This design comes from an exercise in tuning for small area, a short achievable clock period and few clock cycles on the open sky130 flow, not from production work.
RTL that was checked went through simulation tests only; none was proved equivalent to the original.
For run 4, only the layout was checked, not whether the RTL still works.
Power is estimated from default activity; no workload was simulated.

### flow/config.mk
export PLATFORM = sky130hd
export DESIGN_NAME = dcache_top
export DESIGN_NICKNAME = dcache_top
export VERILOG_FILES = /design/flow/design.v
export SDC_FILE = /design/flow/constraint.sdc
export NUM_CORES = 4
export LEC_CHECK = 0
export CAP_MARGIN = 20
export CORE_MARGIN = 2
export CORE_UTILIZATION = 55
export PLACE_DENSITY = 0.7
export SETUP_SLACK_MARGIN = 3.7
export SLEW_MARGIN = 20
export TNS_END_PERCENT = 5
### flow/constraint.sdc
create_clock -name core_clock -period 6.5 [get_ports {clk}]
set_input_delay 1.3000 -clock core_clock [delete_from_list [all_inputs] [get_ports {clk}]]
set_output_delay 1.3000 -clock core_clock [all_outputs]
set_load 0.01 [all_outputs]
### flow/design.v
`timescale 1ns/1ps
package cache_pkg;
	localparam int ADDR_WIDTH = 32;                  
	localparam int DATA_WIDTH = 32;
	localparam int BYTE_SEL_WIDTH = $clog2(DATA_WIDTH / 8);
	localparam int TAG_MAX = 28;
	localparam int META_WIDTH = TAG_MAX + 2;
	typedef logic [DATA_WIDTH-1:0] word_t;
	typedef logic [DATA_WIDTH/8-1:0] byte_en_t;
	typedef struct packed {
		logic               valid;
		logic               dirty;
		logic [TAG_MAX-1:0] tag;
	} line_meta_t;
endpackage
`timescale 1ns/1ps
package mem_bus_pkg;
	localparam logic BUS_READ  = 1'b0;    
	localparam logic BUS_WRITE = 1'b1;    
	typedef enum logic [2:0] {
		IDLE      = 3'd0,    
		WB_BURST  = 3'd1,    
		WB_DONE   = 3'd2,    
		RF_BURST  = 3'd3,    
		RF_FINISH = 3'd4     
	} miss_state_t;
endpackage
`timescale 1ns/1ps
`timescale 1ns/1ps
`timescale 1ns/1ps
`timescale 1ns/1ps
module dcache_top #(
	parameter int NUM_WAYS     = 2,
	parameter int INDEX_WIDTH  = 2,
	parameter int OFFSET_WIDTH = 2
) (
	input  logic                             clk,
	input  logic                             rst,
	input  logic [cache_pkg::ADDR_WIDTH-1:0] cpu_addr,
	input  cache_pkg::byte_en_t              cpu_byte_en,
	input  logic                             cpu_read,
	input  logic                             cpu_write,
	input  cache_pkg::word_t                 cpu_wr_data,
	output cache_pkg::word_t                 cpu_rd_data,
	output logic                             cpu_stall,
	output logic [cache_pkg::ADDR_WIDTH-1:0] mem_addr,
	output logic                             mem_addr_valid,
	output logic                             mem_we,
	output cache_pkg::word_t                 mem_wr_data,
	output logic                             mem_wr_valid,
	output logic                             mem_wr_last,
	input  logic                             mem_addr_ready,
	input  logic                             mem_rd_valid,
	input  cache_pkg::word_t                 mem_rd_data,
	input  logic                             mem_wr_ready,
	input  logic                             mem_wr_done
);
	localparam int TW = 26;    
	logic          valid [2][4];
	logic          dirty [2][4];
	logic [TW-1:0] tag   [2][4];
	logic [31:0]   data  [2][4][4];
	logic          rr;
	logic       stall_q;         
	logic       req_missed;      
	logic       req_rf_started;  
	logic       start_q;         
	logic       miss_way;        
	logic       wr_q;            
	logic       wr_way_q;
	logic       av_q;            
	logic       wb_active;       
	logic [1:0] wb_ld;           
	logic       wv_q;            
	logic       wl_q;            
	logic       rf_busy;         
	logic [1:0] rf_beat;
	logic [1:0] rf_set;
	logic       rf_way;
	logic [31:0] out_q;
	logic [27:0] ma_q;
	logic        we_q;
	assign cpu_stall      = stall_q;
	assign cpu_rd_data    = out_q;
	assign mem_addr       = {ma_q, 4'b0000};
	assign mem_addr_valid = av_q;
	assign mem_we         = we_q;
	assign mem_wr_data    = out_q;
	assign mem_wr_valid   = wv_q;
	assign mem_wr_last    = wl_q;
	logic [1:0]    cset, coff;
	logic [TW-1:0] ctag;
	logic          req, look;
	logic          hit0, hit1, hit, hw;
	logic          v;              
	logic          wbneed;
	assign cset = cpu_addr[5:4];
	assign coff = cpu_addr[3:2];
	assign ctag = cpu_addr[31:6];
	assign req  = cpu_read | cpu_write;
	assign look = req & stall_q;
	logic [3:0] m0, m1;
	always_comb begin
		for (int s = 0; s < 4; s++) begin
			m0[s] = valid[0][s] & (tag[0][s] == ctag);
			m1[s] = valid[1][s] & (tag[1][s] == ctag);
		end
	end
	assign hit0 = m0[cset];
	assign hit1 = m1[cset];
	assign hit  = hit0 | hit1;
	assign hw   = !hit0;
	logic [3:0]    vs, wbn;
	logic [TW-1:0] vtag [4];
	always_comb begin
		for (int s = 0; s < 4; s++) begin
			vs[s]   = !valid[0][s] ? 1'b0 : !valid[1][s] ? 1'b1 : rr;
			wbn[s]  = valid[vs[s]][s] & dirty[vs[s]][s];
			vtag[s] = tag[vs[s]][s];
		end
	end
	assign v      = vs[cset];
	assign wbneed = wbn[cset];
	logic [1:0]  rsel_off;
	logic [31:0] rword0, rword1;
	assign rsel_off = wb_active ? wb_ld : coff;
	assign rword0   = data[0][cset][rsel_off];
	assign rword1   = data[1][cset][rsel_off];
	logic myword_q;      
	logic rf_mine;       
	logic on_rf;         
	logic avail;
	logic res_rd, res_wr, res_arr, resolve, start_miss, can_start;
	logic merge;
	assign rf_mine = myword_q & mem_rd_valid;
	assign on_rf   = rf_busy & (rf_set == cset) & (rf_way == hw);
	assign avail   = !on_rf | (coff < rf_beat);
	assign res_rd  = cpu_read & hit & avail;
	assign res_wr  = cpu_write & hit & !rf_busy;
	assign res_arr = rf_mine;
	assign resolve = look & (req_missed ? res_arr : (res_rd | res_wr));
	assign can_start  = !av_q & !wb_active;
	assign start_miss = look & !req_missed & !hit & can_start;
	assign merge      = cpu_write & rf_mine;
	logic take_a, take_w, rf_take, rf_we;
	assign take_a  = av_q & mem_addr_ready;
	assign take_w  = wv_q & mem_wr_ready;
	assign rf_take = take_a & !we_q;
	assign rf_we   = rf_busy & mem_rd_valid;
	always_ff @(posedge clk or negedge rst) begin
		if (!rst) begin
			stall_q        <= 1'b1;
			req_missed     <= 1'b0;
			req_rf_started <= 1'b0;
			start_q        <= 1'b0;
			wr_q           <= 1'b0;
			av_q           <= 1'b0;
			wb_active      <= 1'b0;
			wv_q           <= 1'b0;
			wl_q           <= 1'b0;
			rf_busy        <= 1'b0;
			rf_beat        <= 2'd0;
			rr             <= 1'b0;
			myword_q       <= 1'b0;
		end else begin
			myword_q <= ((req_rf_started && !rf_mine) || rf_take) &&
			            (rf_take || (rf_busy && !(rf_we && rf_beat == 2'd3))) &&
			            ((rf_take ? 2'd0 : rf_we ? rf_beat + 2'd1 : rf_beat) == coff);
			stall_q <= stall_q ? !resolve : 1'b1;
			wr_q    <= look & !req_missed & res_wr;
			start_q <= start_miss;
			if (start_q)
				rr <= !rr;
			if (resolve) begin
				req_missed     <= 1'b0;
				req_rf_started <= 1'b0;
			end else begin
				if (start_miss)
					req_missed <= 1'b1;
				if (rf_take)
					req_rf_started <= 1'b1;
			end
			if (start_miss)
				av_q <= 1'b1;
			else if (take_w && wl_q)
				av_q <= 1'b1;                
			else if (take_a)
				av_q <= 1'b0;
			if (!wb_active) begin
				wb_active <= start_miss && wbneed;
				wb_ld     <= 2'd0;
				wv_q      <= 1'b0;
				wl_q      <= 1'b0;
			end else if (take_a && we_q) begin
				wv_q  <= 1'b1;               
				wb_ld <= 2'd1;
			end else if (take_w) begin
				if (wl_q) begin
					wb_active <= 1'b0;
					wv_q      <= 1'b0;
				end else begin
					wl_q  <= (wb_ld == 2'd3);
					wb_ld <= wb_ld + 2'd1;
				end
			end
			if (rf_take) begin
				rf_busy <= 1'b1;
				rf_beat <= 2'd0;
			end else if (rf_we) begin
				rf_beat <= rf_beat + 2'd1;
				if (rf_beat == 2'd3)
					rf_busy <= 1'b0;
			end
		end
	end
	always_ff @(posedge clk) begin
		if (!(wb_active && wv_q && !take_w))    
			out_q <= rf_mine ? mem_rd_data :
			         (wb_active ? miss_way : hw) ? rword1 : rword0;
		wr_way_q <= hw;
		if (!req_missed)
			miss_way <= v;    
		if (rf_take) begin
			rf_set <= cset;
			rf_way <= miss_way;
		end
		if (!av_q && !wb_active) begin
			ma_q <= wbneed ? {vtag[cset], cset} : cpu_addr[31:4];
			we_q <= wbneed;
		end else if (take_w && wl_q) begin
			ma_q <= cpu_addr[31:4];
			we_q <= 1'b0;
		end
	end
	always_ff @(posedge clk or negedge rst) begin
		if (!rst) begin
			for (int w = 0; w < 2; w++)
				for (int s = 0; s < 4; s++) begin
					valid[w][s] <= 1'b0;
					dirty[w][s] <= 1'b0;
				end
		end else begin
			for (int w = 0; w < 2; w++)
				for (int s = 0; s < 4; s++) begin
					if (start_q && miss_way == w[0] && cset == s[1:0]) begin
						valid[w][s] <= 1'b1;
						dirty[w][s] <= 1'b0;
					end
					if (wr_q && wr_way_q == w[0] && cset == s[1:0])
						dirty[w][s] <= 1'b1;
					if (merge && rf_way == w[0] && rf_set == s[1:0])
						dirty[w][s] <= 1'b1;
				end
		end
	end
	always_ff @(posedge clk) begin
		for (int w = 0; w < 2; w++)
			for (int s = 0; s < 4; s++)
				if (start_q && miss_way == w[0] && cset == s[1:0])
					tag[w][s] <= ctag;
	end
	logic [31:0] wdata;
	always_comb begin
		for (int b = 0; b < 4; b++)
			wdata[8*b +: 8] = (!rf_we || (merge && cpu_byte_en[b])) ?
				cpu_wr_data[8*b +: 8] : mem_rd_data[8*b +: 8];
	end
	always_ff @(posedge clk) begin
		for (int w = 0; w < 2; w++)
			for (int s = 0; s < 4; s++)
				for (int o = 0; o < 4; o++)
					for (int b = 0; b < 4; b++)
						if ((rf_we && rf_way == w[0] && rf_set == s[1:0] && rf_beat == o[1:0]) ||
							(wr_q && wr_way_q == w[0] && cset == s[1:0] && coff == o[1:0] &&
							 cpu_byte_en[b]))
							data[w][s][o][8*b +: 8] <= wdata[8*b +: 8];
	end
endmodule
### flow/run.sh
#!/bin/bash
# synth_recipe.tcl (not shown) runs the flow's synth.tcl, then flattens the netlist and writes it again
# the make line also repeats each setting of config.mk as NAME=value (left out here)
make -C /OpenROAD-flow-scripts/flow DESIGN_CONFIG=/design/flow/config.mk WORK_HOME=/design/flow/orfs CLKGATE_MAP_FILE= SYNTH_SCRIPT=/design/flow/synth_recipe.tcl finish
==> results of run 1 <==
[registers in the layout (all words and copies together), names as in the netlist, 2 cells and up]
name and cells:
data 1024, valid 8, rf_set 2, dirty 8, ma_q 28, tag 208, out_q 32, rf_beat 2
wb_ld 2
[cell usage after synthesis, drive strengths merged (24+ instances only)]
| cell | instances |
|---|---|
| nand2 | 178 |
| nor4 | 32 |
| xnor2 | 94 |
| a221oi | 24 |
| edfxtp | 1299 |
| nand4 | 59 |
| and2 | 38 |
| buf | 184 |
| clkbuf | 83 |
| o22ai | 60 |
| mux2 | 54 |
| a21o | 136 |
| o21ai | 80 |
| nor3 | 54 |
| xor2 | 120 |
| dfrtp | 29 |
| a22o | 29 |
| a222oi | 45 |
| a21oi | 92 |
| mux2i | 100 |
| nand3 | 91 |
| a22oi | 270 |
| nor2 | 143 |
[path summary, 6_finish.rpt]
kind                                   start        end  depth (start not counted)
min in group asynchronous                rst       wv_q                          2
worst min register to register       start_q         rr                          1
max in group asynchronous                rst    stall_q                          2
worst max register to register     wb_active  out_q[16]                          9
worst max-delay path            cpu_addr[26]  out_q[18]                         14
worst min-delay path                 start_q         rr                          1
[metal layers]
metal  global-route usage (%)  vias up  part of all wire (%)
met4                    16.09        4                   5.0
met1                    48.89    17900                    37
met5                        0        -                 0.013
met2                    52.58     2988                    45
li1                         -    14510                     -
met3                    9.044      497                    14
[power by group through the flow]
| stage | sequential [W] | combinational [W] | clock (W) |
|---|---|---|---|
| after global placement | 0.00961 | 0.000694 | 0 |
| after CTS | 0.00943 | 0.000804 | 0.00747 |
| after detailed placement | 0.00961 | 0.000702 | 0 |
| after floorplan | 0.00961 | 0.000379 | 0 |
| after global routing | 0.00943 | 0.000871 | 0.00781 |
| final | 0.00943 | 0.000840 | 0.00748 |
[worst reg2reg max path, delay by kind of cell, from the launching register on]
kind	cells	cell delay [ns]
AND/OR/NAND/NOR	5	1.28
AO/OA/AOI/OAI	2	0.64
flip-flops	1	0.57
buffers and inverters	2	0.42
[metrics by stage]
| stage | cells | setup slack (ns) |
|---|---|---|
| 3_5_place_dp | 4834 | 1.416 |
| 3_3_place_gp | 4834 | 1.457 |
| 2_1_floorplan | 3524 | 3.117 |
| 4_1_cts | 5197 | 3.288 |
| 6_report | 5209 | 3.223 |
| 5_1_grt | 5209 | 3.169 |
[area by class of cell]
| type | count | area (um2) |
|---|---|---|
| diodes | 3 | 7.507 |
| clock buffers | 165 | 3522 |
| clock inverters | 73 | 668.1 |
| fillers | 6607 | 33140 |
| inverters | 16 | 60.06 |
| multi-input cells | 1916 | 15070 |
| flip-flops and latches | 1330 | 39780 |
| well taps | 1287 | 1610 |
| repair buffers | 419 | 4412 |
[cell families after synthesis]
logic type | synth area share (%)
AOI/OAI and AO/OA | 11.55
adders and majority gates | 0.1378
other | 0.006885
xor gates and xnor gates | 3.441
buffers and inverters | 2.607
muxes | 3.285
DFF | 73.03
and+or+nand+nor | 5.934
[what timing repair did]
| action | 4_1_cts | 5_1_grt |
|---|---|---|
| cloned | 14 | 0 |
| pin swaps | 69 | 22 |
| endpoints found under the setup margin | 2335 | 2129 |
| resized for setup | 495 | 73 |
| setup buffers | 111 | 7 |
==> results.py, run 1 <==
metrics = {
    "floorplan": {
        "fp.dieH_um": 318.7,
        "dieArea_um2": 101600,
        "dieWidth_um": 318.7,
        "core_um2": 98280,
        "start_util_pct": 55.42,
        "pin_count": 209,
        "row_count": 115,
    },
    "pwr": {
        "vdd_ir_drop_max_uv": 214.1,
        "power_frac_comb_pct": 4.7,
        "p_sw_w": 0.003853,
        "seqPwrFrac_pct": 53.1,
        "p_leak_nw": 21.89,
        "finalPower_w": 0.01775,
        "cellPowerDensity_nw_per_um2": 272.5,
        "p_int_w": 0.01390,
        "p_clk_share_pct": 42.1,
        "netSwitchingFraction_pct": 21.71,
    },
    "synth": {
        "synth_top_area_cell": "edfxtp_1",
        "synth_area_leaders": "edfxtp_1 72%, a22oi_1 3.7%, xor2_1 1.9%",
        "ys.flop_type": "edfxtp_1",
        "synth.avg_cell_area_um2": 15.47,
        "async_flop_share_pct": 2.256,
        "yosys_warnings": 6,
        "synth_top_area_share_pct": 71.62,
        "synthCells": 3521,
        "synth_edf_count": 1299,
        "syn-cell-area_um2": 54470,
        "ys_types": 83,
        "yosysSeqAreaShare_pct": 73.03,
        "ys_ff_latch": 1330,
    },
    "global_routing": {
        "grt_overflow": 0,
        "grt_max_degree": 48,
        "grtUsageTotal_pct": 35.18,
        "grt_pass1_wl_um": 252300,
        "grt_pass1_vias": 34340,
        "antenna_found_initial": 7,
    },
    "worst_setup_path": {
        "worst_setup_path_end_kind": "flop",
        "slowest_stage": "xnor2_1",
        "critPathMostFrequentCell": "buf_12",
        "reg2reg_slack_ns": 3.35,
        "worstPathArrival_ns": 3.89,
        "crit_family": "buffers and inverters",
        "worst-path-buf-inv": 6,
        "cp_max_fo": 6,
        "crit_type": "in2reg",
        "slowest_delay_ns": 0.43,
        "cp.required_ns": 7.11,
        "crit_chain": "buf_2, buf_12, buf_4, xnor2_1, nand4_1, nor2_1, nand4_1, nand3_4, a31oi_4, buf_8, buf_12, and2_4, buf_12, a211oi_2",
        "crit_path_start_kind": "input port",
    },
    "route": {
        "drc": 0,
        "routed_wl_um": 180200,
        "antenna_left": 0,
        "post_drt_wl_per_cell_um": 34.59,
        "avgViaCountPerCell": 6.891,
        "drt-pass1-iter-count": 9,
        "num_vias": 35890,
        "drtIter0Drc": 6557,
    },
    "clocking": {
        "clock_sinks": 1330,
        "clockRootBuffer": "clkbuf_16",
        "clk_latency_ns": 0.77,
        "numCtsBuffers": 134,
        "clkTransAtPathRegs_ns": 0.06,
        "htreeDepth": 4,
        "postCtsHoldBufs": 0,
        "tritoncts": "built",
        "clock_path_buffers": 3,
    },
    "place": {
        "port-buffer-count": 201,
        "place_area_um2": 57820,
        "gp_congestion": 0.9762,
        "place_hpwl_um": 105800,
    },
    "layout": {
        "num-nets-final": 3931,
        "drive_gt1_share_pct": 20.44,
        "final_common_cell": "edfxtp_1",
        "syn2layout_area_growth_pct": 19.58,
        "layout_common_cells": "1299 x edfxtp_1, 270 x a22oi_1, 171 x clkdlybuf4s50_1",
        "design_area_um2": 65130,
        "post-route-util_pct": 66.27,
    },
    "timing": {
        "period_minus_slack_ns": 3.277,
        "fin_hold_ws_ns": 0.4963,
        "finalSetupTns_ns": 0,
        "timing.slew.headroom_pct": 25.93,
        "finalMaxSlewViolations": 0,
        "fin_skew_ns": 0.02477,
        "clock.fmax_mhz": 305.1,
        "worstMarginPinSlew_ns": 1.108,
        "rsz0062_at_grt": "yes",
        "fin_crit_sh_pct": 50.42,
        "final-hold-violation-count": 0,
        "setup_viol_count_final": 0,
    },
    "outcome": {
        "outcome": "finished clean",
    },
    "min_path": {
        "hold_path_class": "reg2reg",
    },
    "job": {
        "drv_cap": 0,
    },
}
Testbench counts, summed over its fixed seeds: cycles 227,314.
==> run 2, diff against run 1 <==
--- a/flow/config.mk
+++ b/flow/config.mk
@@ -10,4 +10,5 @@
 export CORE_UTILIZATION = 55
+export CTS_BUF_LIST = sky130_fd_sc_hd__clkbuf_8
 export PLACE_DENSITY = 0.7
-export SETUP_SLACK_MARGIN = 3.7
+export SETUP_SLACK_MARGIN = 3.9
 export SLEW_MARGIN = 20
==> run 2 against run 1 <==
  * Core utilization is 0.34 points higher
  * Worst setup slack better by 0.21 ns
  * Critical path type unchanged
  * First-iteration DRC count is 3.7% lower
  * Critical endpoint is now data[26][15]
==> results.py, run 2 <==
metrics = {
    "timing": {
        "fin_skew_ns": 0.04259,
        "worstMarginPinSlew_ns": 1.186,
        "timing.slew.headroom_pct": 20.74,
        "final-hold-violation-count": 0,
        "rsz0062_at_grt": "yes",
        "finalMaxSlewViolations": 0,
        "period_minus_slack_ns": 3.063,
        "fin_hold_ws_ns": 0.4910,
        "fin_crit_sh_pct": 47.12,
        "finalSetupTns_ns": 0,
        "clock.fmax_mhz": 326.5,
        "setup_viol_count_final": 0,
    },
    "place": {
        "gp_congestion": 0.9796,
        "place_hpwl_um": 107800,
        "port-buffer-count": 201,
    },
    "layout": {
        "top_register": "data",
        "multi_input_area_um2": 15330,
        "fillers": 6812,
        "num-nets-final": 4039,
        "top_regs": "data x1024, tag x208, out_q x32",
        "post-route-util_pct": 66.61,
        "largest_register_ff_count": 1024,
        "final_common_cell": "edfxtp_1",
        "regArea_um2": 39790,
        "syn2layout_area_growth_pct": 20.19,
        "drive_gt1_share_pct": 23.88,
        "layout_common_cells": "1299 x edfxtp_1, 269 x a22oi_1, 212 x clkbuf_8",
    },
    "route": {
        "drt-pass1-iter-count": 8,
        "antenna_left": 0,
        "routed_wl_um": 185100,
        "drc": 0,
        "avgViaCountPerCell": 6.825,
        "post_drt_wl_per_cell_um": 34.32,
        "num_vias": 36810,
        "drtIter0Drc": 6312,
    },
    "worst_setup_path": {
        "reg2reg_slack_ns": 3.49,
        "worst_setup_path_end_kind": "flop",
        "crit_path_start_kind": "input port",
        "slowest_stage": "a21o_1",
        "cp.required_ns": 7.01,
        "reg2reg_to": "out_q[3]",
        "cp_max_fo": 19,
        "crit_family": "simple AND/OR/NAND/NOR gates",
        "worstPathArrival_ns": 3.57,
        "slowest_delay_ns": 0.62,
        "crit_chain": "buf_16, buf_8, nor2b_2, buf_4, nand3_1, nor2_1, a21o_1",
        "crit-reg2reg-launch": "wb_active",
        "worst-path-buf-inv": 3,
        "crit_type": "in2reg",
        "r2r_cells": 8,
    },
    "synth": {
        "yosys_warnings": 6,
        "synthXorXnorAreaFrac_pct": 3.441,
        "yosysSeqAreaShare_pct": 73.03,
        "synth_edf_count": 1299,
        "synthCells": 3521,
        "synth_top_area_share_pct": 71.62,
        "synth.avg_cell_area_um2": 15.47,
        "synth_compound_area_share_pct": 11.55,
        "synth_fa_ha_area_share_pct": 0.1378,
        "yosys-top-cells-count": "1299 x edfxtp_1, 270 x a22oi_1, 177 x nand2_1, 141 x nor2_1, 136 x a21o_1",
        "ys.flop_type": "edfxtp_1",
        "async_flop_share_pct": 2.256,
        "syn-cell-area_um2": 54470,
        "ys_types": 83,
        "ys_ff_latch": 1330,
        "synth_most_common_cell": "edfxtp_1",
        "synth_simple_gate_area_share_pct": 5.934,
        "synth_top_family_by_area": "compound AO/OA/AOI/OAI gates",
        "synth_area_leaders": "edfxtp_1 72%, a22oi_1 3.7%, xor2_1 1.9%",
        "synth_top_area_cell": "edfxtp_1",
        "synthMuxAreaShare_pct": 3.285,
    },
    "clocking": {
        "tritoncts": "built",
        "numCtsBuffers": 205,
        "clkTransAtPathRegs_ns": 0.06,
        "clock_sinks": 1330,
        "clock_path_buffers": 3,
        "htreeDepth": 4,
        "clockRootBuffer": "clkbuf_8",
        "clk_latency_ns": 0.91,
    },
    "floorplan": {
        "dieArea_um2": 101600,
        "pin_count": 209,
        "core_um2": 98280,
        "dieWidth_um": 318.7,
        "start_util_pct": 55.42,
        "row_count": 115,
        "fp.dieH_um": 318.7,
    },
    "job": {
        "drv_cap": 0,
    },
    "global_routing": {
        "grt_pass1_wl_um": 259800,
        "antenna_found_initial": 6,
        "grt_pass1_vias": 35470,
        "grt_overflow": 0,
        "grtUsageTotal_pct": 36.27,
        "grt_max_degree": 51,
    },
    "pwr": {
        "p_leak_nw": 22.46,
        "vdd_ir_drop_max_uv": 186.3,
        "cellPowerDensity_nw_per_um2": 254.3,
    },
    "min_path": {
        "hold_depth": 1,
        "worstHoldEndpoint": "rr",
        "hold_start": "start_q",
        "hold_path_class": "reg2reg",
    },
    "outcome": {
        "outcome": "finished clean",
    },
}
==> run 2: cell counts after synthesis <==
Identical to the previous run, type by type.
==> run 2: per-stage QoR <==
step | power [W] | cell area (um2) | std cells | worst slack (ns)
floorplan | 0.009996 | 54700 | 3524 | 3.117
global placement | 0.01031 | 57810 | 4840 | 1.198
detailed placement | 0.01032 | 57810 | 4840 | 1.128
CTS | 0.01660 | 65130 | 5381 | 3.559
global route | 0.01705 | 65460 | 5390 | 3.505
finish | 0.01665 | 65470 | 5394 | 3.437
==> run 2: cells by family (layout without fill, tap and decap cells) <==
group,Yosys count,in the layout
AO/OA/AOI/OAI,860,861
XOR/XNOR,214,214
adder cells (fa/ha/maj),6,6
buffers and inverters,283,853
flip-flops,1330,1330
multiplexers,162,162
other,1,11
AND/OR/NAND/NOR,665,670
==> run 2: what timing repair did <==
item	in CTS	in global routing
hold buffers	0	0
endpoints found under the setup margin	2400	2192
pin swaps	97	6
gates resized for setup	801	56
setup buffers	140	4
hold endpoints to repair	0	0
gates cloned	19	0
==> run 2: area by class of cell <==
| cell class | count | share of cell area [%] |
|---|---|---|
| Clock buffer | 212 | 4.457 |
| Inverter | 16 | 0.09747 |
| Antenna cell | 7 | 0.02676 |
| Sequential cell | 1330 | 60.77 |
| Timing Repair Buffer | 455 | 7.603 |
| Clock inverter | 170 | 1.164 |
| Tap cell | 1287 | 2.460 |
| Multi-Input combinational cell | 1917 | 23.42 |
==> run 2: worst max path at each step <==
stage / cells after the start / start / to / slack [ns]
floorplan: 9 / cpu_addr[25] / out_q[0] / 3.12
global placement: 11 / cpu_addr[24] / out_q[28] / 1.20
detailed placement: 11 / cpu_addr[24] / out_q[28] / 1.13
CTS: 1 / stall_q / cpu_stall / 3.56
global route: 5 / mem_rd_valid / data[26][7] / 3.50
finish: 7 / cpu_addr[4] / data[26][15] / 3.44
==> run 2: where the power goes <==
group | switching, W | internal, W
combinational | 0.000536 | 0.000319
sequential | 0.0000123 | 0.00942
clock | 0.00329 | 0.00307
total | 0.00384 | 0.0128
==> run 2: metal layers <==
layer | part of all wire (%) | GRT usage (%)
met1 | 36 | 49.49
met4 | 5.2 | 17.41
met3 | 14 | 9.520
met5 | 0.0081 | 0
met2 | 45 | 54.67
==> run 3, diff against run 2 <==
--- a/flow/config.mk
+++ b/flow/config.mk
@@ -10,3 +10,2 @@
 export CORE_UTILIZATION = 55
-export CTS_BUF_LIST = sky130_fd_sc_hd__clkbuf_8
 export PLACE_DENSITY = 0.7
==> run 3 against run 2 <==
  * Still clean
  * Synthesized cell count stayed put
  * Register-to-register slack better by 0.05 ns
  * Global-route usage is 0.57 points lower
  * Combinational power is 0.5% higher
  * Clock power is 17% higher
  * Critical endpoint is now out_q[25]
==> results.py, run 3 <==
metrics = {
    "min_path": {
        "hold_path_class": "reg2reg",
        "hold_depth": 1,
        "worstHoldEndpoint": "rr",
        "hold_start": "start_q",
    },
    "floorplan": {
        "start_util_pct": 55.42,
        "dieWidth_um": 318.7,
        "row_count": 115,
        "core_um2": 98280,
        "dieArea_um2": 101600,
        "fp.dieH_um": 318.7,
        "pin_count": 209,
    },
    "synth": {
        "yosysSeqAreaShare_pct": 73.03,
        "yosys-top-cells-count": "1299 x edfxtp_1, 270 x a22oi_1, 177 x nand2_1, 141 x nor2_1, 136 x a21o_1",
        "synth_top_area_cell": "edfxtp_1",
        "async_flop_share_pct": 2.256,
        "ys_ff_latch": 1330,
        "synth_top_area_share_pct": 71.62,
        "synth.avg_cell_area_um2": 15.47,
        "synth_most_common_cell": "edfxtp_1",
        "ys.flop_type": "edfxtp_1",
        "syn-cell-area_um2": 54470,
        "synth_edf_count": 1299,
        "synth_area_leaders": "edfxtp_1 72%, a22oi_1 3.7%, xor2_1 1.9%",
        "yosys_warnings": 6,
        "synthCells": 3521,
        "ys_types": 83,
    },
    "timing": {
        "timing.slew.headroom_pct": 24.16,
        "finalSetupTns_ns": 0,
        "finalMaxSlewViolations": 0,
        "fin_crit_sh_pct": 47.97,
        "setup_viol_count_final": 0,
        "rsz0062_at_grt": "yes",
        "final-hold-violation-count": 0,
        "fin_hold_ws_ns": 0.5188,
        "period_minus_slack_ns": 3.118,
        "fin_skew_ns": 0.03233,
        "clock.fmax_mhz": 320.7,
        "worstMarginPinSlew_ns": 1.135,
    },
    "pwr": {
        "finalPower_w": 0.01772,
        "vdd_ir_drop_max_uv": 291.2,
        "p_leak_nw": 22.15,
        "cellPowerDensity_nw_per_um2": 269.1,
    },
    "clocking": {
        "clk_latency_ns": 0.76,
        "tritoncts": "built",
        "clkTransAtPathRegs_ns": 0.06,
        "clockRootBuffer": "clkbuf_16",
        "htreeDepth": 4,
        "clock_path_buffers": 3,
        "numCtsBuffers": 136,
        "postCtsHoldBufs": 0,
        "clock_sinks": 1330,
    },
    "route": {
        "avgViaCountPerCell": 6.911,
        "drt-pass1-iter-count": 6,
        "antenna_left": 0,
        "drc": 0,
        "routed_wl_um": 183900,
        "drtIter0Drc": 6393,
        "post_drt_wl_per_cell_um": 35.05,
        "num_vias": 36270,
    },
    "layout": {
        "syn2layout_area_growth_pct": 20.88,
        "design_area_um2": 65840,
        "drive_gt1_share_pct": 22.57,
        "largest_register_ff_count": 1024,
        "top_regs": "data x1024, tag x208, out_q x32",
        "post-route-util_pct": 66.99,
        "num-nets-final": 3964,
        "layout_common_cells": "1299 x edfxtp_1, 268 x a22oi_1, 165 x nand2_1",
        "final_common_cell": "edfxtp_1",
        "top_register": "data",
    },
    "global_routing": {
        "grt_pass1_vias": 34800,
        "grt_overflow": 0,
        "grtUsageTotal_pct": 35.70,
        "grt_max_degree": 51,
        "antenna_found_initial": 7,
        "grt_pass1_wl_um": 255800,
    },
    "place": {
        "place_area_um2": 57810,
        "gp_congestion": 0.9796,
        "port-buffer-count": 201,
        "place_hpwl_um": 107800,
    },
    "outcome": {
        "outcome": "finished clean",
    },
    "worst_setup_path": {
        "slowest_delay_ns": 0.42,
        "r2r_cells": 11,
        "worst_setup_path_end_kind": "flop",
        "worstPathArrival_ns": 3.63,
        "crit_chain": "buf_12, buf_8, xnor2_4, nand4_1, nor4_4, nand4_1, nand3_4, a31oi_4, buf_12, buf_16, and3_1, a221o_1",
        "slowest_stage": "nor4_4",
        "crit_type": "in2reg",
        "crit-reg2reg-launch": "wb_active",
        "reg2reg_slack_ns": 3.54,
        "cp.required_ns": 7.01,
        "reg2reg_to": "out_q[25]",
        "cp_max_fo": 7,
        "crit_path_start_kind": "input port",
    },
    "job": {
        "drv_cap": 0,
    },
}
[run 3: cell counts after synthesis]
No cell type changed its count.
[run 3: worst max-delay path: cells and delay by family]
family	cells	cell delay [ns]
xor+xnor	1	0.18
buf+inv	4	0.57
compound gates	2	0.39
simple gates	5	1.16
[run 3: worst max-delay path by stage]
stage | depth (start not counted) | to | start | slack [ns]
2_1_floorplan | 9 | out_q[0] | cpu_addr[25] | 3.12
3_3_place_gp | 11 | out_q[28] | cpu_addr[24] | 1.20
3_5_place_dp | 11 | out_q[28] | cpu_addr[24] | 1.13
4_1_cts | 11 | out_q[0] | cpu_addr[24] | 3.48
5_1_grt | 13 | out_q[16] | cpu_addr[13] | 3.35
6_report | 12 | out_q[25] | cpu_addr[24] | 3.38
[run 3: logic make-up after synthesis]
logic type / count (synthesis) / share of synthesized area [%]
other cells: 1 / 0.006885
fa+ha+maj: 6 / 0.1378
compound gates: 860 / 11.55
simple gates: 665 / 5.934
mux: 162 / 3.285
flops: 1330 / 73.03
buf+inv: 283 / 2.607
xor+xnor: 214 / 3.441
[run 3: what timing repair did]
| action | 4_1_cts | 5_1_grt |
|---|---|---|
| setup endpoints to repair | 2420 | 2357 |
| gates resized for setup | 595 | 102 |
| setup buffers | 125 | 12 |
| pin swaps | 77 | 19 |
| gates cloned | 17 | 3 |
[run 3: final cells by class]
type                            instances  area, um2
Sequential cell                      1330      39790
Fill cell                            6570      32440
Multi-Input combinational cell       1918      15350
Timing Repair Buffer                  448       4876
Clock buffer                          178       3602
Tap cell                             1287       1610
Clock inverter                         67      539.3
Inverter                               16      60.06
Antenna cell                            4      10.01
[run 3: stage by stage]
stage,setup slack [ns],instances
global route,3.349,5245
global placement,1.198,4840
detailed placement,1.128,4840
floorplan,3.117,3524
finish,3.382,5248
CTS,3.483,5227
[run 3: layer usage]
layer,part of all wire (%),routed length (um),vias up,GRT usage [%]
li1,-,-,14580,-
met1,36,65520,18010,48.68
met5,0.019,35,-,0
met2,45,82430,3074,53.63
met3,15,26740,592,10.15
met4,5.0,9210,6,16.30
[run 3: where the power goes]
group / switching [W] / internal [W] / total (W) / leakage [nW]
clock: 0.00332 / 0.00410 / 0.00742 / 2.02
combinational: 0.000535 / 0.000324 / 0.000859 / 8.01
sequential: 0.0000127 / 0.00942 / 0.00943 / 12.1
==> run 4, diff against run 3 <==
--- a/flow/design.v
+++ b/flow/design.v
@@ -70,2 +70,3 @@
 	logic       wr_way_q;
+	logic [3:0] wr_set_q, wr_off_q, wr_be_q;    
 	logic       av_q;            
@@ -220,2 +221,7 @@
 		wr_way_q <= hw;
+		for (int i = 0; i < 4; i++) begin
+			wr_set_q[i] <= (cset == i[1:0]);
+			wr_off_q[i] <= (coff == i[1:0]);
+		end
+		wr_be_q  <= cpu_byte_en;
 		if (!req_missed)
@@ -248,3 +254,3 @@
 					end
-					if (wr_q && wr_way_q == w[0] && cset == s[1:0])
+					if (wr_q && wr_way_q == w[0] && wr_set_q[s])
 						dirty[w][s] <= 1'b1;
@@ -273,4 +279,3 @@
 						if ((rf_we && rf_way == w[0] && rf_set == s[1:0] && rf_beat == o[1:0]) ||
-							(wr_q && wr_way_q == w[0] && cset == s[1:0] && coff == o[1:0] &&
-							 cpu_byte_en[b]))
+							(wr_q && wr_way_q == w[0] && wr_set_q[s] && wr_off_q[o] && wr_be_q[b]))
 							data[w][s][o][8*b +: 8] <= wdata[8*b +: 8];
--- a/flow/config.mk
+++ b/flow/config.mk
@@ -10,2 +10,3 @@
 export CORE_UTILIZATION = 55
+export CTS_BUF_LIST = sky130_fd_sc_hd__clkbuf_8
 export PLACE_DENSITY = 0.7
==> run 4 against run 3 <==
  * Hold slack worse by 0.018 ns
  * Core utilization shrank 1.7 points
  * Via count grew 2.7%
  * Critical path depth down 2
  * Synthesized area grew 0.77%
  * Clock-buffer cell count rose by 36
  * Sequential share of layout area up 1.7 points
  * Clock power fell by 13%
  * Combinational power rose to 5.1 times the previous value
  * Die area rose by 0.77%
  * Critical path type unchanged
==> results.py, run 4 <==
metrics = {
    "layout": {
        "top_regs": "data x1024, tag x208, out_q x32",
        "fillers": 6992,
        "final_common_cell": "edfxtp_1",
        "num-nets-final": 4118,
        "drive_gt1_share_pct": 18.50,
        "syn2layout_area_growth_pct": 17.44,
        "top_register": "data",
        "instances_no_fill": 5464,
        "largest_register_ff_count": 1024,
        "layout_common_cells": "1299 x edfxtp_1, 368 x nand2_1, 270 x a22oi_1",
    },
    "synth": {
        "yosysSeqAreaShare_pct": 72.91,
        "synth_top_area_share_pct": 71.07,
        "ys_ff_latch": 1342,
        "yosys-top-cells-count": "1299 x edfxtp_1, 423 x nand2_1, 271 x a22oi_1, 156 x clkbuf_1, 137 x xnor2_1",
        "synth_top_area_cell": "edfxtp_1",
        "synthCells": 3635,
        "async_flop_share_pct": 2.235,
        "syn-cell-area_um2": 54890,
        "synth_edf_count": 1299,
        "ys.flop_type": "edfxtp_1",
        "synth_area_leaders": "edfxtp_1 71%, a22oi_1 3.7%, nand2_1 2.9%",
        "ys_types": 87,
        "yosys_warnings": 6,
        "synth.avg_cell_area_um2": 15.10,
        "synth_most_common_cell": "edfxtp_1",
    },
    "place": {
        "port-buffer-count": 201,
        "placed_cells": 4967,
        "gp_congestion": 1.022,
        "place_hpwl_um": 115800,
    },
    "pwr": {
        "vdd_ir_drop_max_uv": 164.5,
        "seqPwrFrac_pct": 48.7,
        "p_int_w": 0.01484,
        "p_clk_share_pct": 30.6,
        "power_frac_comb_pct": 20.8,
        "cellPowerDensity_nw_per_um2": 328.4,
        "p_leak_nw": 21.97,
        "p_sw_w": 0.006330,
        "netSwitchingFraction_pct": 29.90,
    },
    "worst_setup_path": {
        "crit_family": "compound AO/OA/AOI/OAI gates",
        "worst-path-buf-inv": 3,
        "cp_max_fo": 21,
        "crit_type": "in2reg",
        "slowest_stage": "or3_4",
        "worst_setup_path_end_kind": "flop",
        "worstPathArrival_ns": 4.03,
        "crit_chain": "clkdlybuf4s15_2, or3_4, buf_12, a21oi_4, buf_4, a222oi_1, o21ai_1, a211oi_1, o21ai_0, o21a_1",
        "slowest_delay_ns": 0.50,
        "crit_path_start_kind": "input port",
        "cp.required_ns": 7.28,
    },
    "route": {
        "num_vias": 37250,
        "drtIter0Drc": 6459,
        "dr_wl_met2_um": 85670,
        "top_layer_used": "met5",
        "drt-pass1-iter-count": 7,
        "antenna_left": 0,
        "drc": 0,
        "post_drt_wl_per_cell_um": 34.48,
        "routed_wl_um": 188400,
        "wl_met3_um": 26060,
        "wl_met1_um": 65830,
        "avgViaCountPerCell": 6.817,
    },
    "clocking": {
        "clock_sinks": 1342,
        "htreeDepth": 4,
        "clockRootBuffer": "clkbuf_8",
        "clk_latency_ns": 0.92,
        "tritoncts": "built",
        "clock_path_buffers": 3,
        "numCtsBuffers": 205,
        "clkTransAtPathRegs_ns": 0.06,
    },
    "global_routing": {
        "grtUsageTotal_pct": 36.26,
        "grt_max_degree": 84,
        "grt_overflow": 0,
        "antenna_found_initial": 8,
        "grt_pass1_wl_um": 260000,
        "grt_pass1_vias": 35300,
    },
    "floorplan": {
        "row_count": 115,
        "pin_count": 209,
        "start_util_pct": 55.61,
        "core_um2": 98710,
        "fp.dieH_um": 319.9,
        "dieWidth_um": 319.9,
        "dieArea_um2": 102300,
    },
    "timing": {
        "finalMaxSlewViolations": 0,
        "timing.slew.headroom_pct": 18.99,
        "worstMarginPinSlew_ns": 1.215,
        "setup_viol_count_final": 0,
        "fin_crit_sh_pct": 49.99,
        "clock.fmax_mhz": 307.8,
        "final-hold-violation-count": 0,
        "finalSetupTns_ns": 0,
        "fin_skew_ns": 0.04258,
        "rsz0062_at_grt": "yes",
        "period_minus_slack_ns": 3.249,
    },
    "min_path": {
        "hold_path_class": "reg2reg",
    },
    "job": {
        "drv_cap": 0,
    },
    "outcome": {
        "outcome": "finished clean",
    },
}
run 4: cell types whose count changed in the layout (fill, tap and decap cells not counted), sizes merged, moves of 21 or more:
cell           change
clkdlybuf4s50     -37
inv               +80
xor2              -44
clkbuf            +42
nand2            +245
mux2i             +28
a21o             -126
buf               -22
nor2              -54
o22ai             +21
dlygate4sd2       +31
a21oi             -22
xnor2             +44
nor3              -29
run 4: worst min-delay path: cells and delay by family (launching register included):
family         cells  cell delay, ns
flip-flops         1            0.35
AO/OA/AOI/OAI      2            0.12
run 4: kinds of logic after synthesis:
logic type      count (synthesis)  synth area share, %
mux                           189                3.791
fa+ha+maj                       6               0.1368
simple gates                  835                7.064
buf+inv                       294                2.471
flops                        1342                72.91
compound gates                754                10.19
other cells                     1             0.006832
xor+xnor                      214                3.428
run 4: path summary, 6_finish.rpt:
path / from / to / slack [ns] / cells after the start
min in group asynchronous: rst / valid[4] / 0.81 / 2
worst min-delay path: dirty[6] / dirty[6] / 0.50 / 2
worst max-delay path: cpu_addr[2] / out_q[9] / 3.25 / 10
worst max register to register: wb_active / out_q[0] / 3.37 / 11
max in group asynchronous: rst / wv_q / 5.33 / 2
worst min register to register: dirty[6] / dirty[6] / 0.50 / 2
run 4: power by group through the flow:
stage / clock (W) / sequential [W] / combinational, W
final: 0.00647 / 0.0103 / 0.00439
after floorplan: 0 / 0.0105 / 0.00209
after global routing: 0.00682 / 0.0103 / 0.00450
after global placement: 0 / 0.0105 / 0.00385
after CTS: 0.00644 / 0.0103 / 0.00418
after detailed placement: 0 / 0.0105 / 0.00390
run 4: area by class of cell:
cell class	count	area (um2)	share of cell area (%)
multi-input combinational	2007	14720	22.84
sequential	1342	40030	62.09
timing repair buffer	425	4259	6.607
antenna	10	25.02	0.03882
tap	1287	1610	2.498
clock inverter	156	755.7	1.172
inverter	23	115.1	0.1786
clock buffer	214	2945	4.569
run 4: per-layer routing:
metal	global-route usage (%)	up-vias
met3	10.07	583
met4	18.41	4
met5	0	-
li1	-	15040
met1	47.53	18540
met2	55.90	3088
run 4: stage by stage:
step	hold WS (ns)	total power (W)	util [%]	setup slack (ns)	cell area, um2
2_1_floorplan	0.4244	0.01255	-	3.062	55260
3_3_place_gp	0.4779	0.01434	59.35	0.8874	58590
3_5_place_dp	0.4868	0.01440	59.35	0.8110	58590
4_1_cts	0.5008	0.02094	64.80	3.347	63960
5_1_grt	0.5266	0.02165	65.28	3.320	64440
6_report	0.5006	0.02117	65.30	3.251	64460
run 4: timing repair:
item | 4_1_cts | 5_1_grt
setup buffers | 89 | 20
setup endpoints to repair | 2382 | 2212
hold endpoints to repair | 0 | 0
pin swaps | 56 | 20
hold buffers | 0 | 0
gates cloned | 7 | 1
resized for setup | 356 | 105
==> run 5, diff against run 4 <==
--- a/flow/design.v
+++ b/flow/design.v
@@ -70,3 +70,2 @@
 	logic       wr_way_q;
-	logic [3:0] wr_set_q, wr_off_q, wr_be_q;    
 	logic       av_q;            
@@ -81,12 +80,18 @@
 	logic [31:0] out_q;
+	logic        rdy_o, av_o, wv_o, wl_o, we_o;
+	logic        av_n, wv_n, wl_n, we_n;
 	logic [27:0] ma_q;
-	logic        we_q;
-	assign cpu_stall      = stall_q;
+	logic        we_q;            
+	assign av_q = !av_n;
+	assign wv_q = !wv_n;
+	assign wl_q = !wl_n;
+	assign we_q = !we_n;
+	assign cpu_stall      = !rdy_o;
 	assign cpu_rd_data    = out_q;
 	assign mem_addr       = {ma_q, 4'b0000};
-	assign mem_addr_valid = av_q;
-	assign mem_we         = we_q;
+	assign mem_addr_valid = av_o;
+	assign mem_we         = we_o;
 	assign mem_wr_data    = out_q;
-	assign mem_wr_valid   = wv_q;
-	assign mem_wr_last    = wl_q;
+	assign mem_wr_valid   = wv_o;
+	assign mem_wr_last    = wl_o;
 	logic [1:0]    cset, coff;
@@ -150,2 +155,9 @@
 	assign rf_we   = rf_busy & mem_rd_valid;
+	logic stall_d, av_d, wv_d, wl_d;
+	assign stall_d = stall_q ? !resolve : 1'b1;
+	assign av_d    = start_miss ? 1'b1 : (take_w && wl_q) ? 1'b1 :    
+	                 take_a ? 1'b0 : av_q;
+	assign wv_d    = !wb_active ? 1'b0 : (take_a && we_q) ? 1'b1 :    
+	                 (take_w && wl_q) ? 1'b0 : wv_q;
+	assign wl_d    = !wb_active ? 1'b0 : (take_w && !wl_q) ? (wb_ld == 2'd3) : wl_q;
 	always_ff @(posedge clk or negedge rst) begin
@@ -157,6 +169,6 @@
 			wr_q           <= 1'b0;
-			av_q           <= 1'b0;
+			av_n           <= 1'b1;
 			wb_active      <= 1'b0;
-			wv_q           <= 1'b0;
-			wl_q           <= 1'b0;
+			wv_n           <= 1'b1;
+			wl_n           <= 1'b1;
 			rf_busy        <= 1'b0;
@@ -165,3 +177,15 @@
 			myword_q       <= 1'b0;
+			rdy_o          <= 1'b0;
+			av_o           <= 1'b0;
+			wv_o           <= 1'b0;
+			wl_o           <= 1'b0;
 		end else begin
+			stall_q <= stall_d;
+			rdy_o   <= !stall_d;
+			av_n    <= !av_d;
+			av_o    <= av_d;
+			wv_n    <= !wv_d;
+			wv_o    <= wv_d;
+			wl_n    <= !wl_d;
+			wl_o    <= wl_d;
 			myword_q <= ((req_rf_started && !rf_mine) || rf_take) &&
@@ -169,3 +193,2 @@
 			            ((rf_take ? 2'd0 : rf_we ? rf_beat + 2'd1 : rf_beat) == coff);
-			stall_q <= stall_q ? !resolve : 1'b1;
 			wr_q    <= look & !req_missed & res_wr;
@@ -183,8 +206,2 @@
 			end
-			if (start_miss)
-				av_q <= 1'b1;
-			else if (take_w && wl_q)
-				av_q <= 1'b1;                
-			else if (take_a)
-				av_q <= 1'b0;
 			if (!wb_active) begin
@@ -192,15 +209,9 @@
 				wb_ld     <= 2'd0;
-				wv_q      <= 1'b0;
-				wl_q      <= 1'b0;
 			end else if (take_a && we_q) begin
-				wv_q  <= 1'b1;               
 				wb_ld <= 2'd1;
 			end else if (take_w) begin
-				if (wl_q) begin
+				if (wl_q)
 					wb_active <= 1'b0;
-					wv_q      <= 1'b0;
-				end else begin
-					wl_q  <= (wb_ld == 2'd3);
+				else
 					wb_ld <= wb_ld + 2'd1;
-				end
 			end
@@ -221,7 +232,2 @@
 		wr_way_q <= hw;
-		for (int i = 0; i < 4; i++) begin
-			wr_set_q[i] <= (cset == i[1:0]);
-			wr_off_q[i] <= (coff == i[1:0]);
-		end
-		wr_be_q  <= cpu_byte_en;
 		if (!req_missed)
@@ -234,6 +240,8 @@
 			ma_q <= wbneed ? {vtag[cset], cset} : cpu_addr[31:4];
-			we_q <= wbneed;
+			we_n <= !wbneed;
+			we_o <= wbneed;
 		end else if (take_w && wl_q) begin
 			ma_q <= cpu_addr[31:4];
-			we_q <= 1'b0;
+			we_n <= 1'b1;
+			we_o <= 1'b0;
 		end
@@ -254,3 +262,3 @@
 					end
-					if (wr_q && wr_way_q == w[0] && wr_set_q[s])
+					if (wr_q && wr_way_q == w[0] && cset == s[1:0])
 						dirty[w][s] <= 1'b1;
@@ -279,3 +287,4 @@
 						if ((rf_we && rf_way == w[0] && rf_set == s[1:0] && rf_beat == o[1:0]) ||
-							(wr_q && wr_way_q == w[0] && wr_set_q[s] && wr_off_q[o] && wr_be_q[b]))
+							(wr_q && wr_way_q == w[0] && cset == s[1:0] && coff == o[1:0] &&
+							 cpu_byte_en[b]))
 							data[w][s][o][8*b +: 8] <= wdata[8*b +: 8];
--- a/flow/config.mk
+++ b/flow/config.mk
@@ -10,3 +10,2 @@
 export CORE_UTILIZATION = 55
-export CTS_BUF_LIST = sky130_fd_sc_hd__clkbuf_8
 export PLACE_DENSITY = 0.7
@@ -14,2 +13 @@
 export SLEW_MARGIN = 20
-export TNS_END_PERCENT = 5
==> run 5 against run 4 <==
  * Final area is 6.0% higher
  * Hold slack better by 0.016 ns
  * Cell count is 2.0% lower
  * Global-route usage rose by 1.8 points
  * Synthesized area up 0.44%
  * Synthesized cell count decreased by 2.1%
  * First-iteration DRC count is 7.3% higher
  * Sequential power barely moved
  * Highest routed layer unchanged
==> results.py, run 5 <==
metrics = {
    "outcome": {
        "outcome": "finished clean",
    },
    "layout": {
        "top_regs": "data x1024, tag x208, out_q x32",
        "top_register": "data",
        "num-nets-final": 4062,
        "final_common_cell": "edfxtp_1",
        "layout_common_cells": "1300 x edfxtp_1, 301 x a22oi_1, 188 x nand2_1",
        "largest_register_ff_count": 1024,
        "syn2layout_area_growth_pct": 23.96,
        "drive_gt1_share_pct": 28.30,
    },
    "pwr": {
        "cellPowerDensity_nw_per_um2": 343.6,
        "p_leak_nw": 23.34,
        "vdd_ir_drop_max_uv": 310.0,
        "finalPower_w": 0.02349,
    },
    "synth": {
        "synth_most_common_cell": "edfxtp_1",
        "ys_ff_latch": 1335,
        "syn-cell-area_um2": 55130,
        "async_flop_share_pct": 2.547,
        "synth.avg_cell_area_um2": 15.49,
        "yosysSeqAreaShare_pct": 72.39,
        "synth_top_area_cell": "edfxtp_1",
        "yosys_warnings": 6,
        "synth_area_leaders": "edfxtp_1 71%, a22oi_1 4.2%, xor2_1 3.2%",
        "ys_types": 84,
        "ys.flop_type": "edfxtp_1",
        "yosys-top-cells-count": "1300 x edfxtp_1, 311 x a22oi_1, 201 x xor2_1, 200 x nand2_1, 139 x a21o_1",
        "synth_top_area_share_pct": 70.81,
        "synthCells": 3560,
        "synth_edf_count": 1300,
    },
    "worst_setup_path": {
        "crit_chain": "buf_12, or3b_4, buf_6, a21oi_4, buf_12, buf_12, a222oi_1, nand3_1, nand4b_1, a21oi_2, nor3_2",
        "slowest_stage": "a21oi_2",
        "crit-reg2reg-launch": "wb_ld[0]",
        "critPathLaunch": "cpu_addr[3]",
        "crit_type": "in2reg",
        "crit_path_start_kind": "input port",
        "cp_max_fo": 6,
        "critPathMostFrequentCell": "buf_12",
        "cp.required_ns": 7.02,
        "worstPathArrival_ns": 3.52,
        "worst_setup_path_end_kind": "flop",
        "slowest_delay_ns": 0.42,
    },
    "route": {
        "avgViaCountPerCell": 7.086,
        "post_drt_wl_per_cell_um": 38.13,
        "routed_wl_um": 204200,
        "drc": 0,
        "num_vias": 37960,
        "drt-pass1-iter-count": 9,
        "antenna_left": 0,
        "drtIter0Drc": 6933,
    },
    "floorplan": {
        "fp.dieH_um": 320.6,
        "row_count": 116,
        "pin_count": 209,
        "dieWidth_um": 320.6,
        "core_um2": 99710,
        "start_util_pct": 55.29,
        "dieArea_um2": 102800,
    },
    "timing": {
        "rsz0062_at_grt": "yes",
        "timing.slew.headroom_pct": 24.77,
        "worstMarginPinSlew_ns": 1.126,
        "clock.fmax_mhz": 333.1,
        "fin_hold_ws_ns": 0.5162,
        "finalMaxSlewViolations": 0,
        "fin_crit_sh_pct": 46.19,
        "period_minus_slack_ns": 3.002,
        "finalSetupTns_ns": 0,
        "setup_viol_count_final": 0,
        "fin_skew_ns": 0.03327,
        "final-hold-violation-count": 0,
    },
    "place": {
        "place_hpwl_um": 117500,
        "port-buffer-count": 201,
        "gp_congestion": 1.001,
    },
    "global_routing": {
        "grtUsageTotal_pct": 38.09,
        "grt_overflow": 0,
        "grt_pass1_vias": 35280,
        "grt_pass1_wl_um": 270900,
        "antenna_found_initial": 9,
        "grt_max_degree": 36,
    },
    "clocking": {
        "clkTransAtPathRegs_ns": 0.06,
        "clockRootBuffer": "clkbuf_16",
        "htreeDepth": 4,
        "tritoncts": "built",
        "clock_path_buffers": 3,
        "clk_latency_ns": 0.79,
        "numCtsBuffers": 134,
        "clock_sinks": 1335,
        "postCtsHoldBufs": 0,
    },
    "min_path": {
        "hold_path_class": "reg2reg",
        "hold_start": "wl_n",
    },
    "job": {
        "drv_cap": 0,
    },
}
-- run 5: kinds of logic (layout without fill, tap and decap cells) --
kind of cell | after synthesis | in the layout | share of synthesized area (%)
xor gates and xnor gates | 215 | 215 | 3.415
buffers and inverters | 291 | 756 | 3.102
adders and majority gates | 6 | 6 | 0.1362
other | 1 | 9 | 0.006802
AOI/OAI and AO/OA | 907 | 914 | 12.25
muxes | 116 | 122 | 2.283
and+or+nand+nor | 689 | 701 | 6.409
DFF | 1335 | 1335 | 72.39
-- run 5: where the power goes --
part,internal (W),total [W],switching [W]
Sequential,0.0103,0.0106,0.000278
Combinational,0.00178,0.00510,0.00332
Clock,0.00441,0.00779,0.00338
-- run 5: repair_timing --
action / CTS / global route
pin swaps: 91 / 57
gates resized for setup: 843 / 137
endpoints found under the setup margin: 2428 / 1789
buffers inserted: 122 / 63
gates cloned: 24 / 24
-- run 5: final timing paths --
| check | to | slack [ns] | cells after the start |
|---|---|---|---|
| hold reg to reg | wl_n | 0.52 | 2 |
| max in group asynchronous | rr | 5.27 | 1 |
| min in group asynchronous | wv_o | 0.62 | 1 |
| setup reg to reg | out_q[13] | 3.53 | 10 |
| setup / recovery | out_q[10] | 3.50 | 11 |
| hold / removal | wl_n | 0.52 | 2 |
-- run 5: layer usage --
metal  vias to the layer above  wire (um)  share of wire, %  track usage (%)
li1                      14990          -                 -                -
met1                     18950      73110                36            52.53
met2                      3381      89280                44            55.22
met3                       634      29860                15            10.66
met4                         2      11970               5.9            20.49
met5                         -         11            0.0054                0
-- run 5: critical path, delay by kind of cell --
family / cells / cell delay (ns)
buffers and inverters: 4 / 0.55
and+or+nand+nor: 4 / 0.90
AOI/OAI and AO/OA: 3 / 0.75
-- run 5: cell type report --
cell class                      count  area, um2
Antenna cell                        5      12.51
Clock buffer                      166       3526
Clock inverter                     75      832.0
Fill cell                        6430      31370
Inverter                           24      97.59
Multi-Input combinational cell   1962      17260
Sequential cell                  1335      39920
Tap cell                         1298       1624
Timing Repair Buffer              491       5077
-- run 5: stage by stage --
| step | util [%] | instance area [um2] | std cells | setup slack [ns] |
|---|---|---|---|---|
| 2_1_floorplan | - | 57410 | 3563 | 3.443 |
| 3_3_place_gp | 59.84 | 59660 | 4877 | 1.245 |
| 3_5_place_dp | 59.84 | 59660 | 4877 | 1.300 |
| 4_1_cts | 66.93 | 66730 | 5264 | 3.631 |
| 5_1_grt | 68.54 | 68340 | 5355 | 3.536 |
| 6_report | 68.54 | 68340 | 5356 | 3.498 |
Testbench counts of run 5, summed over its fixed seeds: cycles 227,314.
==> run 6, diff against run 5 <==
--- a/flow/config.mk
+++ b/flow/config.mk
@@ -10,2 +10,3 @@
 export CORE_UTILIZATION = 55
+export CTS_BUF_LIST = sky130_fd_sc_hd__clkbuf_8
 export PLACE_DENSITY = 0.7
==> run 6 against run 5 <==
  * Still clean
  * Core utilization is 0.13 points higher
  * Combinational power rose by 3%
  * Total power down 5.7%
  * Clock power decreased by 19%
  * Hold slack got worse by 0.0017 ns
  * Final area rose by 0.19%
  * Cell count increased by 3.0%
  * Synthesized area did not move
  * Highest routed layer is now met4
==> results.py, run 6 <==
metrics = {
    "route": {
        "routed_wl_um": 203400,
        "drt-pass1-iter-count": 8,
        "avgViaCountPerCell": 6.990,
        "drc": 0,
        "post_drt_wl_per_cell_um": 36.85,
        "num_vias": 38580,
        "antenna_left": 0,
        "drtIter0Drc": 6565,
    },
    "timing": {
        "clock.fmax_mhz": 341.6,
        "setup_viol_count_final": 0,
        "fin_crit_sh_pct": 45.04,
        "finalMaxSlewViolations": 0,
        "period_minus_slack_ns": 2.928,
        "worstMarginPinSlew_ns": 1.147,
        "finalSetupTns_ns": 0,
        "rsz0062_at_grt": "yes",
        "timing.slew.headroom_pct": 23.35,
        "fin_skew_ns": 0.05741,
        "final-hold-violation-count": 0,
    },
    "place": {
        "gp_congestion": 1.001,
        "port-buffer-count": 201,
        "place_hpwl_um": 117500,
    },
    "synth": {
        "yosys_warnings": 6,
        "async_flop_share_pct": 2.547,
        "synth_most_common_cell": "edfxtp_1",
        "syn-cell-area_um2": 55130,
        "synth_top_family_by_area": "compound AO/OA/AOI/OAI gates",
        "synthMuxAreaShare_pct": 2.283,
        "yosys-top-cells-count": "1300 x edfxtp_1, 311 x a22oi_1, 201 x xor2_1, 200 x nand2_1, 139 x a21o_1",
        "synth_top_area_share_pct": 70.81,
        "synth.avg_cell_area_um2": 15.49,
        "synth_compound_area_share_pct": 12.25,
        "synth_simple_gate_area_share_pct": 6.409,
        "synthCells": 3560,
        "ys_ff_latch": 1335,
        "ys.flop_type": "edfxtp_1",
        "ys_types": 84,
        "synth_area_leaders": "edfxtp_1 71%, a22oi_1 4.2%, xor2_1 3.2%",
        "yosysSeqAreaShare_pct": 72.39,
        "synthXorXnorAreaFrac_pct": 3.415,
        "synth_edf_count": 1300,
        "synth_top_area_cell": "edfxtp_1",
        "synth_fa_ha_area_share_pct": 0.1362,
    },
    "pwr": {
        "cellPowerDensity_nw_per_um2": 323.5,
        "finalPower_w": 0.02215,
        "p_leak_nw": 23.70,
        "vdd_ir_drop_max_uv": 259.2,
    },
    "global_routing": {
        "grt_pass1_vias": 36080,
        "grt_max_degree": 36,
        "grt_overflow": 0,
        "antenna_found_initial": 8,
        "grt_pass1_wl_um": 274800,
        "grtUsageTotal_pct": 38.64,
    },
    "worst_setup_path": {
        "slowest_delay_ns": 0.42,
        "worstPathArrival_ns": 1.63,
        "cp.required_ns": 5.20,
        "worst_setup_path_end_kind": "primary output",
        "cp_max_fo": 2,
        "slowest_stage": "edfxtp_1",
        "crit_path_start_kind": "flop",
        "crit_type": "reg2out",
        "reg2reg_slack_ns": 3.66,
        "crit_chain": "buf_12, buf_6",
    },
    "floorplan": {
        "pin_count": 209,
        "dieArea_um2": 102800,
        "fp.dieH_um": 320.6,
        "start_util_pct": 55.29,
        "dieWidth_um": 320.6,
        "row_count": 116,
        "core_um2": 99710,
    },
    "clocking": {
        "clk_latency_ns": 0.91,
        "tritoncts": "built",
        "htreeDepth": 4,
        "clockRootBuffer": "clkbuf_8",
        "clkTransAtPathRegs_ns": 0.07,
        "numCtsBuffers": 203,
        "clock_path_buffers": 3,
        "clock_sinks": 1335,
    },
    "job": {
        "drv_cap": 0,
    },
    "layout": {
        "top_register": "data",
        "drive_gt1_share_pct": 30.43,
        "largest_register_ff_count": 1024,
        "syn2layout_area_growth_pct": 24.19,
        "num-nets-final": 4177,
        "layout_common_cells": "1300 x edfxtp_1, 292 x a22oi_1, 212 x clkbuf_8",
        "top_regs": "data x1024, tag x208, out_q x32",
        "final_common_cell": "edfxtp_1",
    },
    "min_path": {
        "hold_path_class": "in2async",
    },
    "outcome": {
        "outcome": "finished clean",
    },
}
==> run 6: cell counts after synthesis <==
Identical to the previous run, type by type.
==> run 6: area by class of cell <==
type	instances	area [um2]
clock inverter	143	641.9
antenna	8	20.02
sequential	1335	39920
timing repair buffer	550	5904
clock buffer	212	2918
multi-input combinational	1949	17340
fill	6473	31240
inverter	24	105.1
tap	1298	1624
==> run 6: where the power goes <==
group | leakage, nW | switching (W) | internal, W
registers | 12.2 | 0.000273 | 0.0103
clock network | 2.07 | 0.00323 | 0.00307
logic | 9.42 | 0.00335 | 0.00190
==> run 6: cells by family (layout without fill, tap and decap cells) <==
family / after synthesis / in the layout
AOI/OAI and AO/OA: 907 / 911
muxes: 116 / 116
adders and majority gates: 6 / 6
buffers and inverters: 291 / 929
xor gates and xnor gates: 215 / 215
and+or+nand+nor: 689 / 697
DFF: 1335 / 1335
other: 1 / 12
==> run 6: critical path: cells and delay by family, from the launching register on <==
family | cells | cell delay (ns)
flip-flops | 1 | 0.42
buffers and inverters | 2 | 0.29
==> run 6: routing by layer <==
layer	vias up	global-route usage (%)	wire [um]
met5	-	0	0
met4	0	22.00	12670
met3	636	11.26	29620
met2	3407	55.72	88800
met1	19300	52.73	72280
li1	15240	-	-
==> run 6: final timing paths <==
| kind | from | end | depth (start not counted) |
|---|---|---|---|
| hold reg to reg | wl_n | wl_n | 2 |
| setup / recovery | out_q[26] | mem_wr_data[26] | 2 |
| max in group asynchronous | rst | rr | 1 |
| hold / removal | rst | wv_o | 1 |
| min in group core_clock | wl_n | wl_n | 2 |
| setup reg to reg | wb_active | out_q[14] | 11 |
==> run 6: repair_timing <==
item | CTS | global route
hold buffers | 0 | 0
endpoints found under the setup margin | 2321 | 1710
endpoints found under the hold margin | 0 | 0
pin swaps | 139 | 94
setup buffers | 197 | 46
gates cloned | 30 | 6
gates resized for setup | 925 | 149
==> run 6: metrics by stage <==
step,utilization [%],area (um2),cells,setup WS (ns),hold slack [ns]
3_5_place_dp,59.84,59660,4877,1.300,0.5045
4_1_cts,67.40,67200,5459,3.568,0.4818
3_3_place_gp,59.84,59660,4877,1.245,0.4971
6_report,68.67,68470,5519,3.572,0.5145
2_1_floorplan,-,57410,3563,3.443,0.4580
5_1_grt,68.66,68460,5516,3.572,0.5373
==> run 7, diff against run 6 <==
--- a/flow/config.mk
+++ b/flow/config.mk
@@ -12,3 +12,3 @@
 export PLACE_DENSITY = 0.7
-export SETUP_SLACK_MARGIN = 3.9
+export SETUP_SLACK_MARGIN = 3.75
 export SLEW_MARGIN = 20
==> run 7 against run 6 <==
  * Highest routed layer is now met5
  * Critical path type is now in2reg
  * Sequential share of layout area up 1.4 points
  * Still clean
  * Non-clock buffer count down 57
  * Largest power group unchanged
  * Total power shrank 1.4%
  * First-iteration DRC count down 7.3%
==> results.py, run 7 <==
metrics = {
    "route": {
        "top_layer_used": "met5",
        "drt-pass1-iter-count": 9,
        "wl_met1_um": 68790,
        "num_vias": 37370,
        "post_drt_wl_per_cell_um": 35.11,
        "drc": 0,
        "wl_met3_um": 25140,
        "avgViaCountPerCell": 6.832,
    },
    "clocking": {
        "clock_path_buffers": 3,
        "numCtsBuffers": 204,
        "clk_latency_ns": 0.92,
        "tritoncts": "built",
        "htreeDepth": 4,
        "clkTransAtPathRegs_ns": 0.06,
        "clock_sinks": 1335,
    },
    "pwr": {
        "netSwitchingFraction_pct": 30.58,
        "power_frac_comb_pct": 22.2,
        "p_int_w": 0.01516,
        "p_clk_share_pct": 29.3,
        "p_leak_nw": 23.24,
        "vdd_ir_drop_max_uv": 226.7,
        "finalPower_w": 0.02183,
        "seqPwrFrac_pct": 48.5,
    },
    "layout": {
        "largest_register_ff_count": 1024,
        "drive_gt1_share_pct": 27.81,
        "num-nets-final": 4113,
        "final_common_cell": "edfxtp_1",
        "top_regs": "data x1024, tag x208, out_q x32",
    },
    "worst_setup_path": {
        "worstPathArrival_ns": 3.58,
        "crit-reg2reg-launch": "wb_active",
        "crit_type": "in2reg",
        "slowest_stage": "nor4_2",
        "r2r_cells": 11,
        "crit_chain": "clkdlybuf4s15_2, buf_6, xor2_1, nor4_2, nand4_1, o22ai_4, buf_6, a32oi_4, nand2_8, buf_12, buf_16, a211oi_2",
        "critPathLaunch": "cpu_addr[7]",
        "cp_max_fo": 6,
        "crit_path_start_kind": "input port",
    },
    "timing": {
        "clock.fmax_mhz": 339.4,
        "period_minus_slack_ns": 2.947,
        "worstMarginPinSlew_ns": 1.154,
        "timing.slew.headroom_pct": 22.90,
        "final-hold-violation-count": 0,
        "fin_skew_ns": 0.03425,
        "rsz0062_at_grt": "yes",
        "finalSetupTns_ns": 0,
    },
    "floorplan": {
        "fp.dieH_um": 320.6,
        "dieArea_um2": 102800,
        "pin_count": 209,
        "row_count": 116,
        "core_um2": 99710,
    },
    "place": {
        "gp_congestion": 0.9914,
        "place_hpwl_um": 112200,
        "port-buffer-count": 201,
        "place_ws_ns": 1.282,
    },
    "synth": {
        "synth_top_area_share_pct": 70.81,
        "async_flop_share_pct": 2.547,
        "yosys_warnings": 6,
        "synth.avg_cell_area_um2": 15.49,
        "ys_types": 84,
        "syn-cell-area_um2": 55130,
        "synthCells": 3560,
        "synth_edf_count": 1300,
        "ys_ff_latch": 1335,
        "yosys-top-cells-count": "1300 x edfxtp_1, 311 x a22oi_1, 201 x xor2_1, 200 x nand2_1, 139 x a21o_1",
    },
    "global_routing": {
        "grt_overflow": 0,
        "antenna_found_initial": 9,
        "grt_max_degree": 39,
        "grt_pass1_wl_um": 262400,
        "grtUsageTotal_pct": 36.38,
    },
    "min_path": {
        "hold_path_class": "in2async",
    },
    "outcome": {
        "outcome": "finished clean",
    },
}
[run 7: cell count changes in the layout (fill, tap and decap cells not counted), sizes merged, moves of 2 or more]
cell | before | now
clkbuf | 221 | 216
buf | 466 | 394
clkdlybuf4s50 | 68 | 73
inv | 90 | 96
clkdlybuf4s15 | 0 | 8
clkinv | 67 | 83
clkinvlp | 8 | 5
nor2 | 86 | 82
bufbuf | 7 | 9
[run 7: cell type report]
cell class,instances,area (um2)
antenna,7,17.52
clock buffer,208,2863
clock inverter,163,787.0
fill,6560,32810
inverter,24,90.09
multi-input combinational,1941,16440
sequential,1335,39920
tap,1298,1624
timing repair buffer,493,5171
[run 7: power groups by stage]
| stage | clock, W | sequential, W | combinational [W] |
|---|---|---|---|
| after floorplan | 0 | 0.0108 | 0.00230 |
| after global placement | 0 | 0.0108 | 0.00408 |
| after detailed placement | 0 | 0.0108 | 0.00413 |
| after CTS | 0.00638 | 0.0106 | 0.00443 |
| after global routing | 0.00675 | 0.0106 | 0.00498 |
| final | 0.00640 | 0.0106 | 0.00484 |
[run 7: worst min-delay path by stage]
stage,start,end,slack [ns]
after floorplan,valid[5],valid[5],0.46
after global placement,start_q,rr,0.48
after detailed placement,start_q,rr,0.48
after CTS,rst,rdy_o,0.48
after global routing,wl_n,wl_n,0.51
final,rst,rdy_o,0.50
[run 7: critical path: cells and delay by family]
kind | cells | cell delay, ns
buffers and inverters | 5 | 0.77
AO/OA/AOI/OAI | 3 | 0.46
AND/OR/NAND/NOR | 3 | 0.88
XOR/XNOR | 1 | 0.15
[run 7: kinds of logic after synthesis]
family / after synthesis / synth area share, %
flops: 1335 / 72.39
compound gates: 907 / 12.25
simple gates: 689 / 6.409
buf+inv: 291 / 3.102
xor+xnor: 215 / 3.415
mux: 116 / 2.283
fa+ha+maj: 6 / 0.1362
other cells: 1 / 0.006802
[run 7: layer usage]
metal	vias up	GRT usage, %
met1	18710	48.76
met2	2964	55.38
met5	-	0
li1	15070	-
met4	8	18.33
met3	613	9.497
[run 7: timing repair]
item                                    4_1_cts  5_1_grt
endpoints found under the setup margin     2218      877
pin swaps                                    85       74
resized for setup                           817      159
gates cloned                                 21        7
setup buffers                               127       53
[run 7: per-stage QoR]
stage / instances / cell area, um2
floorplan: 3563 / 56760
finish: 5469 / 66910
CTS: 5402 / 65530
global route: 5463 / 66890
global placement: 4883 / 59210
detailed placement: 4883 / 59210

what the ideal ports hide:
In the flow no input, the clock included, has a driving cell. The finished layouts below were timed again as built, in two steps. Step 1 sets driving cells, clkbuf_16 on the clock port and buf_2 on the other inputs (assumed; they add their load-dependent delay and slew). Step 2 moves the port delays by t, midway between the first and last clock arrival at a register: inputs arrive t later, outputs are due t later. That takes back most of the time a late clock gives input paths. a / b / c = ideal ports / drivers / drivers and shift; a / b = the first two.
run	t, ns	slack for setup (ns)	pins driven straight from the clock port
run 1	0.833	3.223 / 3.235 / 2.402	1
run 2	0.965	3.437 / 3.414 / 2.449	1
run 3	0.825	3.382 / 3.376 / 2.551	1
run 4	0.979	3.251 / 3.226 / 2.247	1
run 5	0.850	3.498 / 3.341 / 2.491	1
run 6	0.958	3.572 / 3.485 / 2.527	1
run 7	0.966	3.553 / 3.447 / 2.481	1
After both steps setup and hold are still met in every run listed. The setup slack of run 7, which loses most, moves by -0.106 ns with the drivers and by -1.072 ns with both steps.
